This is an optimization exercise on Yosys and OpenROAD, whose aim is small area, not a production implementation. Only simulation tests tie the RTL to the original design; equivalence was not proved. Power and IR drop assume default switching activity.

## frameCam
module frameCam (
	input logic bls0we,
	input logic resadd,
	input logic cs,
	input logic wr,
	input logic oe,
	input frameCamPkg::regAddrT adresBus,
	input frameCamPkg::busByteT dataIn,
	input frameCamPkg::adcWordT adcData,
	input logic foto,
	input logic ready,
	output frameCamPkg::busByteT dataOut,
	output logic dataOe,
	output logic mclock,
	output logic mfsync,
	output logic mlsync,
	output logic adcClock
);
Size in the first run: about 1100 cells after synthesis, roughly 0.019 mm2 of cells after synthesis.
Settings: LEC_CHECK=0, CAP_MARGIN=20, CORE_MARGIN=2, CORE_UTILIZATION=70, CTS_BUF_LIST=sky130_fd_sc_hd__clkbuf_8, CTS_CLUSTER_DIAMETER=30, CTS_CLUSTER_SIZE=18, SLEW_MARGIN=20; clock period 10.0 ns.
standard.sh (not shown) runs the stock make flow with config.mk's settings and CLKGATE_MAP_FILE= SYNTH_SCRIPT=/design/flow/synth_recipe.tcl, a recipe that flattens the netlist after the stock synthesis.
==> flow/flow/run.sh <==
#!/bin/bash
# The standard layout, with two changes:
# - synthesis maps logic with an area-oriented ABC script (flow/synth_area.tcl);
# - the port buffers are made from the smallest buffer cell.
set -o pipefail
here=$(pwd)
export FLOW_SYNTH_TCL=$here/synth_recipe.tcl
export ABC_AREA_SCRIPT=$here/flow/abc_area.script
export BUFFER_PORTS_ARGS="-buffer_cell sky130_fd_sc_hd__buf_1"
bash standard.sh SYNTH_SCRIPT=$here/flow/synth_area.tcl finish 2>&1 | tee standard.log
==> flow/flow/abc_area.script <==
&get -n
&st
&syn2
&dch
&nf -R 1000
&put
strash
&get -n
&st
&dch
&nf -R 1000
&put
==> flow/flow/synth_area.tcl <==
# The standard synthesis script, with ABC's technology mapping aimed at area: the
# abc call's -script argument is replaced by flow/abc_area.script. Flip-flop
# mapping and every other step are unchanged.
proc abc {args} {
  set i [lsearch -exact $args -script]
  if {$i >= 0} { lset args [expr {$i + 1}] $::env(ABC_AREA_SCRIPT) }
  yosys abc {*}$args
}
source $::env(FLOW_SYNTH_TCL)
Edit:
--- a/flow/flow/run.sh
+++ b/flow/flow/run.sh
@@ -2 +2 @@
-# The standard layout, with two changes:
+# The standard layout, with three changes:
@@ -4 +4,2 @@
-# - the port buffers are made from the smallest buffer cell.
+# - the port buffers are made from the smallest buffer cell;
+# - clock tree synthesis inserts no dummy loads.
@@ -9,0 +11 @@
+export CTS_ARGS="-sink_clustering_enable -repair_clock_nets -sink_clustering_size 16 -sink_clustering_max_diameter 60 -buf_list sky130_fd_sc_hd__clkbuf_8 -dont_use_dummy_load"
Settings changed: CORE_UTILIZATION 70 to 82, CTS_CLUSTER_DIAMETER 30 to 60, CTS_CLUSTER_SIZE 18 to 16.
What happened: The changed run completed with no timing, DRC or antenna violations. Final area went down by 7.2%. Sequential power is about the same. Wire length is about the same. Combinational power went up by about 3%. Power went down by about 22%. Utilization went up by 7.8 points. Clock power went down by 54%. Non-clock buffer count went down by 4. Synthesized area is unchanged.
Edit:
--- a/flow/flow/run.sh
+++ b/flow/flow/run.sh
@@ -11 +11 @@
-export CTS_ARGS="-sink_clustering_enable -repair_clock_nets -sink_clustering_size 16 -sink_clustering_max_diameter 60 -buf_list sky130_fd_sc_hd__clkbuf_8 -dont_use_dummy_load"
+export CTS_ARGS="-sink_clustering_enable -repair_clock_nets -sink_clustering_size 30 -sink_clustering_max_diameter 60 -buf_list sky130_fd_sc_hd__clkbuf_16 -dont_use_dummy_load"
Settings changed: CORE_UTILIZATION 82 to 70, CTS_BUF_LIST sky130_fd_sc_hd__clkbuf_8 to sky130_fd_sc_hd__clkbuf_16, CTS_CLUSTER_SIZE 16 to 30.
Result:
- total power rises by a little under a tenth
- synthesized cell count stays the same
- clock skew went down by 7.7 ps
- via count went down by a few percent
- sequential power barely changes
- count of clock-buffer cells in the layout falls by 4
- sequential share of layout area went down by 1.6 points
- setup slack is better by 220 ps
Edit:
--- a/flow/flow/run.sh
+++ b/flow/flow/run.sh
@@ -11 +11 @@
-export CTS_ARGS="-sink_clustering_enable -repair_clock_nets -sink_clustering_size 30 -sink_clustering_max_diameter 60 -buf_list sky130_fd_sc_hd__clkbuf_16 -dont_use_dummy_load"
+export CTS_ARGS="-sink_clustering_enable -repair_clock_nets -sink_clustering_size 18 -sink_clustering_max_diameter 60 -buf_list sky130_fd_sc_hd__clkbuf_8 -dont_use_dummy_load"
Settings changed: CORE_UTILIZATION 70 to 78, CTS_BUF_LIST sky130_fd_sc_hd__clkbuf_16 to sky130_fd_sc_hd__clkbuf_8, CTS_CLUSTER_SIZE 30 to 18, GPL_ROUTABILITY_DRIVEN set to 0, GPL_TIMING_DRIVEN set to 0.
- register-to-register slack got worse by 360 ps
- hold slack got worse by 22 ps
- routed wire length rose by about 2%
- worst setup slack got worse by 540 ps
Edit:
==> flow/flow/run.sh (replaced) <==
#!/bin/bash
# The standard layout, with two changes:
# - synthesis maps logic with an area-oriented ABC script (flow/synth_area.tcl);
# - the port buffers are made from the smallest buffer cell.
set -o pipefail
here=$(pwd)
export FLOW_SYNTH_TCL=$here/synth_recipe.tcl
export ABC_AREA_SCRIPT=$here/flow/abc_area.script
export BUFFER_PORTS_ARGS="-buffer_cell sky130_fd_sc_hd__buf_1"
bash standard.sh SYNTH_SCRIPT=$here/flow/synth_area.tcl finish 2>&1 | tee standard.log
Settings changed: CORE_UTILIZATION 78 to 70, CTS_CLUSTER_SIZE 18 to 20, GPL_ROUTABILITY_DRIVEN 0 to unset, GPL_TIMING_DRIVEN 0 to unset.
What happened: The new run completed with no timing, DRC or antenna violations. Maximum frequency came out higher by about 7%. Setup slack gets better by 560 ps. Die area came out higher by 11%. Cell count climbs by 2.2%. Sequential share of layout area rose by 0.62 points. Total power grows by about 2.7%. Core utilization went down by 11 points. Clock power climbs by about 20%.
Edit:
--- a/flow/flow/run.sh
+++ b/flow/flow/run.sh
@@ -2 +2 @@
-# The standard layout, with two changes:
+# The standard layout, with three changes:
@@ -4 +4,2 @@
-# - the port buffers are made from the smallest buffer cell.
+# - the port buffers are made from the smallest buffer cell;
+# - clock tree synthesis inserts no dummy loads.
@@ -9,0 +11 @@
+export CTS_ARGS="-sink_clustering_enable -repair_clock_nets -sink_clustering_size 20 -sink_clustering_max_diameter 60 -buf_list sky130_fd_sc_hd__clkbuf_8 -dont_use_dummy_load"
First-iteration DRC count goes down by 6.2%.
Die area stays the same.
Clock-buffer cell count goes down by 2.
Wire length goes down by 0.72%.
Sequential cell count does not change.
Worst setup slack got worse by 26 ps.
Final area goes down by 1.2%.
Global-route usage goes down by 0.19 points.
Via count is about the same.
Non-clock buffer count does not change.

static timing again, ports no longer ideal:
No port has a modelled driver above. Below, the same layouts with a new extraction and two added sets of constraints. Step 1 sets driving cells, clkbuf_16 on the clock port and buf_2 on the other inputs (assumed; they add their load-dependent delay and slew). Step 2, shift: input delay + t, output delay - t, t = (earliest + latest rising clock arrival at the registers) / 2. This alone moves slack from input paths to output paths. Three values: ideal, step 1, step 2; two values: the first two.
| run | t, ns | setup slack, ns | worst setup path at the end | worst slew at a driven data input, ns |
|---|---|---|---|---|
| the first run | 0.665 | 1.596 / 1.626 / 0.961 | input to register | 0.06 |
| the second run | 0.601 | 1.334 / 1.361 / 0.760 | input to register | 0.06 |
| the third run | 0.573 | 1.552 / 1.586 / 1.013 | input to register | 0.06 |
| the fourth run | 0.589 | 1.008 / 1.030 / 0.441 | input to register | 0.08 |
| the fifth run | 0.617 | 1.568 / 1.597 / 0.980 | input to register | 0.06 |
| the sixth run | 0.599 | 1.542 / 1.568 / 0.969 | input to register | 0.06 |
After both steps setup and hold are still met in every run listed. For the first run, which loses most, drivers alone change the setup slack by +0.030 ns; drivers and shift together by -0.635 ns.
